This design comes from an exercise in tuning for small area and a short achievable clock period on the open sky130 flow, not from production work.
In this exercise RTL edits were held to simulation tests only and were not proved equivalent to the original.
No activity file was given, so power comes from the tool's default toggle rates.

--- design/flow/config.mk ---
export PLATFORM = sky130hd
export DESIGN_NAME = rv_exec_top
export DESIGN_NICKNAME = rv_exec_top
export VERILOG_FILES = /design/flow/design.v
export SDC_FILE = /design/flow/constraint.sdc
export NUM_CORES = 4
export LEC_CHECK = 0
export CAP_MARGIN = 20
export CORE_MARGIN = 2
export CORE_UTILIZATION = 40
export SLEW_MARGIN = 20
--- design/flow/constraint.sdc ---
create_clock -name core_clock -period 5.0 [get_ports {clk}]
set_input_delay 1.0000 -clock core_clock [delete_from_list [all_inputs] [get_ports {clk}]]
set_output_delay 1.0000 -clock core_clock [all_outputs]
set_load 0.01 [all_outputs]
--- design/flow/design.v ---
`default_nettype none
package rv_exec_pkg;
    typedef logic [31:0] word_t;
    typedef logic [4:0]  reg_idx_t;
    typedef logic [2:0]  funct3_t;
    typedef enum logic [6:0] {
        op_lui    = 7'b0110111,
        op_auipc  = 7'b0010111,
        op_jal    = 7'b1101111,
        op_jalr   = 7'b1100111,
        op_branch = 7'b1100011,
        op_load   = 7'b0000011,
        op_store  = 7'b0100011,
        op_arithi = 7'b0010011,
        op_arithr = 7'b0110011,
        op_fence  = 7'b0001111,
        op_system = 7'b1110011
    } opcode_e;
    localparam funct3_t f3_add  = 3'd0;      
    localparam funct3_t f3_sll  = 3'd1;
    localparam funct3_t f3_slt  = 3'd2;
    localparam funct3_t f3_sltu = 3'd3;
    localparam funct3_t f3_xor  = 3'd4;
    localparam funct3_t f3_sr   = 3'd5;      
    localparam funct3_t f3_or   = 3'd6;
    localparam funct3_t f3_and  = 3'd7;
    localparam funct3_t f3_beq  = 3'd0;
    localparam funct3_t f3_bne  = 3'd1;
    localparam funct3_t f3_blt  = 3'd4;
    localparam funct3_t f3_bge  = 3'd5;
    localparam funct3_t f3_bltu = 3'd6;
    localparam funct3_t f3_bgeu = 3'd7;
    typedef enum logic [2:0] {
        kind_alu,
        kind_lui,
        kind_auipc,
        kind_jal,
        kind_jalr,
        kind_branch,
        kind_illegal
    } exec_kind_e;
    localparam word_t pc_step = 32'd4;       
endpackage
`default_nettype wire
`default_nettype none
module rv_decode (
    input  logic                    clk,
    input  logic                    resetb,
    input  logic                    in_valid,
    input  rv_exec_pkg::word_t      in_insn,
    input  rv_exec_pkg::word_t      in_pc,
    input  rv_exec_pkg::word_t      in_rs1_data,
    input  rv_exec_pkg::word_t      in_rs2_data,
    output logic                    d_valid,
    output rv_exec_pkg::exec_kind_e d_kind,
    output rv_exec_pkg::funct3_t    d_funct3,
    output logic                    d_sub,
    output rv_exec_pkg::word_t      d_op1,
    output rv_exec_pkg::word_t      d_op2,
    output rv_exec_pkg::word_t      d_imm,
    output rv_exec_pkg::word_t      d_pc,
    output rv_exec_pkg::reg_idx_t   d_rd
);
    rv_exec_pkg::opcode_e    opcode;
    rv_exec_pkg::funct3_t    funct3;
    logic [6:0] funct7;
    rv_exec_pkg::word_t      imm;
    logic       imm_sel;
    logic       sub;
    rv_exec_pkg::exec_kind_e kind;
    assign opcode = rv_exec_pkg::opcode_e'(in_insn[6:0]);
    assign funct3 = in_insn[14:12];
    assign funct7 = in_insn[31:25];
    always_comb begin
        case (opcode)
            rv_exec_pkg::op_lui, rv_exec_pkg::op_auipc: imm = {in_insn[31:12], 12'h0};
            rv_exec_pkg::op_jal:    imm = {{12{in_insn[31]}}, in_insn[19:12], in_insn[20],
                              in_insn[30:21], 1'b0};
            rv_exec_pkg::op_jalr:   imm = {{20{in_insn[31]}}, in_insn[31:20]};
            rv_exec_pkg::op_branch: imm = {{20{in_insn[31]}}, in_insn[7], in_insn[30:25],
                              in_insn[11:8], 1'b0};
            rv_exec_pkg::op_arithi: imm = (funct3 == rv_exec_pkg::f3_sll || funct3 == rv_exec_pkg::f3_sr) ?
                             {27'h0, in_insn[24:20]} :            
                             {{20{in_insn[31]}}, in_insn[31:20]};
            default:   imm = '0;
        endcase
    end
    assign imm_sel = (opcode == rv_exec_pkg::op_arithi) || (opcode == rv_exec_pkg::op_jalr);
    assign sub = in_insn[30] &&
                 (((opcode == rv_exec_pkg::op_arithr) && (funct3 == rv_exec_pkg::f3_add || funct3 == rv_exec_pkg::f3_sr)) ||
                  ((opcode == rv_exec_pkg::op_arithi) && (funct3 == rv_exec_pkg::f3_sr)));
    always_comb begin
        case (opcode)
            rv_exec_pkg::op_lui:    kind = rv_exec_pkg::kind_lui;
            rv_exec_pkg::op_auipc:  kind = rv_exec_pkg::kind_auipc;
            rv_exec_pkg::op_jal:    kind = rv_exec_pkg::kind_jal;
            rv_exec_pkg::op_jalr:   kind = rv_exec_pkg::kind_jalr;
            rv_exec_pkg::op_branch: kind = rv_exec_pkg::kind_branch;
            rv_exec_pkg::op_arithi: kind = rv_exec_pkg::kind_alu;
            rv_exec_pkg::op_arithr: kind = (funct7 == 7'h00 || funct7 == 7'h20) ? rv_exec_pkg::kind_alu : rv_exec_pkg::kind_illegal;
            rv_exec_pkg::op_load, rv_exec_pkg::op_store, rv_exec_pkg::op_fence, rv_exec_pkg::op_system: kind = rv_exec_pkg::kind_illegal;   
            default:   kind = rv_exec_pkg::kind_illegal;
        endcase
    end
    always_ff @(posedge clk or negedge resetb) begin
        if (!resetb) begin
            d_valid <= 1'b0;
            d_kind  <= rv_exec_pkg::kind_illegal;
        end else begin
            d_valid <= in_valid;
            if (in_valid) begin
                d_kind <= kind;
            end
        end
    end
    always_ff @(posedge clk) begin
        if (in_valid) begin
            d_funct3 <= funct3;
            d_sub    <= sub;
            d_op1    <= in_rs1_data;
            d_op2    <= imm_sel ? imm : in_rs2_data;
            d_imm    <= imm;
            d_pc     <= in_pc;
            d_rd     <= in_insn[11:7];
        end
    end
endmodule
`default_nettype wire
`default_nettype none
module rv_alu (
    input  rv_exec_pkg::exec_kind_e d_kind,
    input  rv_exec_pkg::funct3_t    d_funct3,
    input  logic                    d_sub,
    input  rv_exec_pkg::word_t      d_op1,
    input  rv_exec_pkg::word_t      d_op2,
    input  rv_exec_pkg::word_t      d_imm,
    input  rv_exec_pkg::word_t      d_pc,
    output rv_exec_pkg::word_t      alu_result
);
    logic [32:0] diff_s;
    logic [32:0] diff_u;
    logic [4:0]  shamt;
    rv_exec_pkg::word_t       arith;
    assign diff_s = {d_op1[31], d_op1} - {d_op2[31], d_op2};
    assign diff_u = {1'b0, d_op1} - {1'b0, d_op2};
    assign shamt  = d_op2[4:0];
    always_comb begin
        case (d_funct3)
            rv_exec_pkg::f3_add:  arith = d_sub ? d_op1 - d_op2 : d_op1 + d_op2;
            rv_exec_pkg::f3_sll:  arith = d_op1 << shamt;
            rv_exec_pkg::f3_slt:  arith = {31'h0, diff_s[32]};
            rv_exec_pkg::f3_sltu: arith = {31'h0, diff_u[32]};
            rv_exec_pkg::f3_xor:  arith = d_op1 ^ d_op2;
            rv_exec_pkg::f3_sr: begin
                if (d_sub) begin
                    arith = rv_exec_pkg::word_t'($signed(d_op1) >>> shamt);     
                end else begin
                    arith = d_op1 >> shamt;
                end
            end
            rv_exec_pkg::f3_or:   arith = d_op1 | d_op2;
            rv_exec_pkg::f3_and:  arith = d_op1 & d_op2;
        endcase
    end
    always_comb begin
        case (d_kind)
            rv_exec_pkg::kind_alu:            alu_result = arith;
            rv_exec_pkg::kind_lui:            alu_result = d_imm;
            rv_exec_pkg::kind_auipc:          alu_result = d_pc + d_imm;
            rv_exec_pkg::kind_jal, rv_exec_pkg::kind_jalr: alu_result = d_pc + rv_exec_pkg::pc_step;    
            default:             alu_result = '0;
        endcase
    end
endmodule
`default_nettype wire
`default_nettype none
module rv_branch (
    input  rv_exec_pkg::exec_kind_e d_kind,
    input  rv_exec_pkg::funct3_t    d_funct3,
    input  rv_exec_pkg::word_t      d_op1,
    input  rv_exec_pkg::word_t      d_op2,
    input  rv_exec_pkg::word_t      d_imm,
    input  rv_exec_pkg::word_t      d_pc,
    output rv_exec_pkg::word_t      next_pc,
    output logic                    bad_funct3
);
    rv_exec_pkg::word_t taken_pc;
    rv_exec_pkg::word_t fall_pc;
    rv_exec_pkg::word_t jalr_sum;
    logic  cond;
    logic  cond_legal;
    assign taken_pc = d_pc + d_imm;
    assign fall_pc  = d_pc + rv_exec_pkg::pc_step;
    assign jalr_sum = d_op1 + d_imm;
    always_comb begin
        cond       = 1'b0;
        cond_legal = 1'b1;
        case (d_funct3)
            rv_exec_pkg::f3_beq:  cond = (d_op1 == d_op2);
            rv_exec_pkg::f3_bne:  cond = (d_op1 != d_op2);
            rv_exec_pkg::f3_blt:  cond = ($signed(d_op1) < $signed(d_op2));
            rv_exec_pkg::f3_bge:  cond = ($signed(d_op1) >= $signed(d_op2));
            rv_exec_pkg::f3_bltu: cond = (d_op1 < d_op2);
            rv_exec_pkg::f3_bgeu: cond = (d_op1 >= d_op2);
            default: cond_legal = 1'b0;      
        endcase
    end
    always_comb begin
        bad_funct3 = 1'b0;
        case (d_kind)
            rv_exec_pkg::kind_jal:    next_pc = taken_pc;
            rv_exec_pkg::kind_jalr:   next_pc = {jalr_sum[31:1], 1'b0};
            rv_exec_pkg::kind_branch: begin
                bad_funct3 = !cond_legal;
                next_pc    = cond ? taken_pc : fall_pc;
            end
            default:     next_pc = fall_pc;
        endcase
    end
endmodule
`default_nettype wire
`default_nettype none
module rv_retire (
    input  logic                    clk,
    input  logic                    resetb,
    input  logic                    d_valid,
    input  rv_exec_pkg::exec_kind_e d_kind,
    input  rv_exec_pkg::word_t      d_pc,
    input  rv_exec_pkg::reg_idx_t   d_rd,
    input  rv_exec_pkg::word_t      alu_result,
    input  rv_exec_pkg::word_t      next_pc,
    input  logic                    bad_funct3,
    output logic                    out_valid,
    output rv_exec_pkg::reg_idx_t   out_rd,
    output logic                    out_rd_we,
    output rv_exec_pkg::word_t      out_result,
    output rv_exec_pkg::word_t      out_next_pc,
    output logic                    out_illegal
);
    logic illegal;
    logic rd_we;
    assign illegal = (d_kind == rv_exec_pkg::kind_illegal) || bad_funct3 || next_pc[1];
    assign rd_we   = !illegal && (d_kind != rv_exec_pkg::kind_branch) && (d_rd != '0);
    always_ff @(posedge clk or negedge resetb) begin
        if (!resetb) begin
            out_valid   <= 1'b0;
            out_rd      <= '0;
            out_rd_we   <= 1'b0;
            out_result  <= '0;
            out_next_pc <= '0;
            out_illegal <= 1'b0;
        end else begin
            out_valid <= d_valid;
            if (d_valid) begin                   
                out_rd      <= d_rd;
                out_rd_we   <= rd_we;
                out_result  <= alu_result;
                out_next_pc <= illegal ? d_pc + rv_exec_pkg::pc_step : next_pc;
                out_illegal <= illegal;
            end
        end
    end
endmodule
`default_nettype wire
`default_nettype none
module rv_exec_top (
    input  logic                  clk,
    input  logic                  resetb,
    input  logic                  in_valid,
    input  rv_exec_pkg::word_t    in_insn,
    input  rv_exec_pkg::word_t    in_pc,
    input  rv_exec_pkg::word_t    in_rs1_data,
    input  rv_exec_pkg::word_t    in_rs2_data,
    output logic                  out_valid,
    output rv_exec_pkg::reg_idx_t out_rd,
    output logic                  out_rd_we,
    output rv_exec_pkg::word_t    out_result,
    output rv_exec_pkg::word_t    out_next_pc,
    output logic                  out_illegal
);
    logic       d_valid;
    rv_exec_pkg::exec_kind_e d_kind;
    rv_exec_pkg::funct3_t    d_funct3;
    logic       d_sub;
    rv_exec_pkg::word_t      d_op1;
    rv_exec_pkg::word_t      d_op2;
    rv_exec_pkg::word_t      d_imm;
    rv_exec_pkg::word_t      d_pc;
    rv_exec_pkg::reg_idx_t   d_rd;
    rv_exec_pkg::word_t      alu_result;
    rv_exec_pkg::word_t      next_pc;
    logic       bad_funct3;
    rv_decode i_decode (
        .clk, .resetb, .in_valid, .in_insn, .in_pc, .in_rs1_data, .in_rs2_data,
        .d_valid, .d_kind, .d_funct3, .d_sub, .d_op1, .d_op2, .d_imm, .d_pc, .d_rd
    );
    rv_alu i_alu (
        .d_kind, .d_funct3, .d_sub, .d_op1, .d_op2, .d_imm, .d_pc, .alu_result
    );
    rv_branch i_branch (
        .d_kind, .d_funct3, .d_op1, .d_op2, .d_imm, .d_pc, .next_pc, .bad_funct3
    );
    rv_retire i_retire (
        .clk, .resetb, .d_valid, .d_kind, .d_pc, .d_rd, .alu_result, .next_pc,
        .bad_funct3, .out_valid, .out_rd, .out_rd_we, .out_result, .out_next_pc,
        .out_illegal
    );
endmodule
`default_nettype wire
--- design/flow/run.sh ---
#!/bin/bash
# synth_recipe.tcl (not shown) runs the flow's synth.tcl, then flattens the netlist and writes it again
# the make line also repeats each setting of config.mk as NAME=value (left out here)
make -C /OpenROAD-flow-scripts/flow DESIGN_CONFIG=/design/flow/config.mk WORK_HOME=/design/flow/orfs CLKGATE_MAP_FILE= SYNTH_SCRIPT=/design/flow/synth_recipe.tcl finish
==> summary.txt <==
routing by layer:
metal	track usage, %	part of all wire, %	vias up
li1	-	-	9526
met1	46.9	43	10300
met2	51.8	44	1113
met3	7.25	9.5	171
met4	11.1	3.4	2
met5	0	0.0096	-
cells by family (layout without fill, tap and decap cells):
logic type	after synthesis	in the layout	synth area share, %
muxes	121	121	9.05
and+or+nand+nor	670	670	14.5
xor gates and xnor gates	142	142	5.88
adders and majority gates	193	193	11.5
buffers and inverters	239	461	4.41
AOI/OAI and AO/OA	839	839	26.2
DFF	213	213	28.4
timing repair:
action,in CTS,in global routing
setup endpoints to repair,0,8
hold buffers,0,0
resized for setup,0,5
through the flow:
step                      power, W  std cells
after floorplan            0.00396       2417
after global placement     0.00503       3275
after detailed placement   0.00504       3275
after CTS                  0.00710       3327
after global routing       0.00749       3327
final                      0.00715       3327
synth_stat cells (45+ instances only):
library cell / instances
nor2_1: 260
a21oi_1: 214
ha_1: 190
o21ai_0: 180
nand2_1: 167
edfxtp_1: 137
clkbuf_1: 106
inv_1: 97
xnor2_1: 90
dfrtp_1: 74
a21o_1: 70
mux4_2: 54
xor2_1: 52
nor3_1: 50
nand3_1: 47
mux2i_1: 45
power groups by stage:
stage	combinational [W]	clock, W	sequential [W]
2_1_floorplan	0.00175	0	0.00221
3_3_place_gp	0.00280	0	0.00223
3_5_place_dp	0.00280	0	0.00223
4_1_cts	0.00282	0.00208	0.00220
5_1_grt	0.00312	0.00215	0.00222
6_report	0.00290	0.00205	0.00220
worst register-to-register path, cell delays in order, from the launching register on:
cell       delay [ns]
edfxtp_1         0.46
nor4_2           0.37
nand2_1          0.14
or4_1            0.53
nor4_4           0.25
nand3_1          0.13
nor2_1           0.15
buf_4            0.17
a41oi_1          0.14
xnor2_1          0.15
ha_1             0.40
and3_1           0.26
nand2_1          0.09
nor2b_1          0.18
a2111oi_1        0.08
buf_4            0.16
o41ai_2          0.42
xnor2_1          0.11
a221oi_1         0.30
a21oi_1          0.07
nand2_1          0.10
worst max-delay path by stage:
stage                                      startpoint                             endpoint  slack (ns)  cells after the start
final                     i_decode.d_op2[8]$_DFFE_PP_  i_retire.out_result[29]$_DFFE_PN0P_        0.30                     20
after CTS                 i_decode.d_op2[8]$_DFFE_PP_  i_retire.out_result[29]$_DFFE_PN0P_        0.14                     20
after floorplan           i_decode.d_op2[0]$_DFFE_PP_  i_retire.out_result[25]$_DFFE_PN0P_        0.40                     21
after global routing      i_decode.d_op2[8]$_DFFE_PP_  i_retire.out_result[30]$_DFFE_PN0P_       0.009                     19
after detailed placement  i_decode.d_op2[8]$_DFFE_PP_  i_retire.out_result[29]$_DFFE_PN0P_        0.18                     20
after global placement    i_decode.d_op2[8]$_DFFE_PP_  i_retire.out_result[29]$_DFFE_PN0P_        0.16                     20
final cells by class:
type | instances | area [sq um] | share of cell area, %
Tap cell | 688 | 861 | 3.41
Clock buffer | 38 | 758 | 3.00
Inverter | 101 | 379 | 1.50
Sequential cell | 213 | 6020 | 23.8
Timing Repair Buffer | 308 | 2850 | 11.3
Clock inverter | 14 | 156 | 0.619
Multi-Input combinational cell | 1965 | 14200 | 56.4
flip-flops by register name, summed over array words and instances, names as in the netlist:
name / count
i_decode.d_valid: 1
i_decode.d_kind: 3
i_decode.d_sub: 1
i_retire.out_illegal: 1
i_decode.d_op1: 32
i_decode.d_pc: 32
i_retire.out_result: 32
i_decode.d_imm: 32
i_retire.out_valid: 1
i_retire.out_next_pc: 32
i_decode.d_funct3: 3
i_retire.out_rd_we: 1
i_retire.out_rd: 5
i_decode.d_rd: 5
i_decode.d_op2: 32
==> metrics.cfg <==
[die]
die_area_sq_um = 54800
die_w_um = 234
core_sq_um = 52400
rows = 84
die_y_um = 234
initial_core_util_pct = 40.3
ios = 203

[setup_path]
r2r-end = i_retire.out_result[29]$_DFFE_PN0P_
critPathMaxStageDelay_ns = 0.53
worstPathMaxFanout = 6
timing.rr.start = i_decode.d_op2[8]$_DFFE_PP_
cp-start-kind = register
path_class = register to register
critical_path_arrival_ns = 5.24
r2r_setup_slack_ns = 0.30
crit_top_cell = nand2_1
worst-endpoint-required_ns = 5.55
cp_num_buf_inv = 2
cp_top_family = simple AND/OR/NAND/NOR gates
r2r_cells = 20
crit_chain = nor4_2 > nand2_1 > or4_1 > nor4_4 > nand3_1 > nor2_1 > buf_4 > a41oi_1 > xnor2_1 > ha_1 > and3_1 > nand2_1 > nor2b_1 > a2111oi_1 > buf_4 > o41ai_2 > xnor2_1 > a221oi_1 > a21oi_1 > nand2_1
slowest_stage = or4_1
cp-end-kind = register

[job]
max-cap-violations = 0

[timing]
fin_crit_ns = 4.70
period_share_pct = 93.9
whs_ns = 0.465
slew_violations = 0
max_slew_margin_pct = 30.3
hold_viol = 0
setup_viol = 0
fin_ws_ns = 0.303
finalClockSkew_ns = 0.0217
rsz0062_at_grt = no
fin_tns_setup_ns = 0
tightest_slew_ns = 1.04
clock.fmax_mhz = 213

[cells_and_area]
layout_commonest_cell = nor2_1
mostFrequentLayoutCells = 260 x nor2_1, 214 x a21oi_1, 200 x clkdlybuf4s50_1
layout-drive-gt1-share_pct = 9.78
finalNetCount = 2941
fillCellCount = 5039
syn_to_final_growth_pct = 19.4
final_core_util_pct = 48.2
final_area_sq_um = 25300
antenna_cells = 0

[clock_network]
cts_setup_buffers = 0
cts_tree = done
htreeDepth = 1
root_buffer = clkbuf_16
cts.clk_slew.worst_paths_ns = 0.06
cts_sinks = 213
cts_buffers = 28
clk_latency_ns = 0.63
clk_path_buf_depth = 3

[pwr]
ir_drop_mv = 0.261
p_clk_share_pct = 28.6
power_leakage_nw = 10.2
pwr-share-comb_pct = 40.5
netSwitchingPower_w = 0.00278
p_per_area_nw_per_um2 = 283
p_int_w = 0.00437
p_seq_share_pct = 30.8
switching_share_pct = 38.9

[yosys]
synth_seq_cells = 213
syn-cell-area_sq_um = 21200
yosys.area.top_type = edfxtp_1
yosys.area.top_type_share_pct = 19.4
ys_seq_area_share_pct = 28.4
async_reset_ff_share_pct = 35.7
ys.flop_type = edfxtp_1
synth-edff-count = 137
syn-mean-instance-area_sq_um = 8.75
synthDistinctLibCells = 92
synth_warnings = 4
synth_nets = 2741
syn_inst = 2417
ys_top_cells_by_area = edfxtp_1 19%, ha_1 11%, dfrtp_1 8.8%, mux4_2 5.7%, a21oi_1 5.1%

[placed_design]
gp_congestion = 0.997
portBuffers = 202
placed_cell_area_sq_um = 24300
dpl.hpwl_um = 73500
dpl_worst_slack_ns = 0.182

[route]
wirelength_um = 93500
drc = 0
drtIter0Drc = 2715
wl_per_cell_um = 28.1
dr.pass1.iters = 5
drt-vias-per-instance = 6.33
ant_nets = 0
vias = 21100

[run_status]
status = timing/DRC/antenna clean

[grt]
grt_max_degree = 87
grt_pass1_vias = 20100
grt_overflow = 0
antenna_found_initial = 5
grt_pass1_wl_um = 135000
grtUsageTotal_pct = 33.7

[hold_path]
min_path_type = primary input to asynchronous set/reset pin

-- re-timing with driven ports --
In the flow no input, the clock included, has a driving cell. The finished layout below was timed again as built, in two steps.
Step 1 (the two cells are an assumption about what drives the block):
set clk [get_ports {clk}]
set_driving_cell -lib_cell sky130_fd_sc_hd__clkbuf_16 $clk
set_driving_cell -lib_cell sky130_fd_sc_hd__buf_2 [delete_from_list [all_inputs] $clk]
Step 2 times the ports against the registers' clock, not the clock port: input delays grow and output delays shrink by t, the midpoint of the rising clock arrivals with the driver on.
Three values: no drivers, after step 1, after step 2; two values: the first two.
t (ns): 0.671
setup slack, ns: 0.303 / 0.303 / 0.303
worst setup path after step 2: register to register
After both steps setup and hold are still met in this run. For this run, drivers alone change the setup slack by 0.000 ns; drivers and shift together by 0.000 ns.
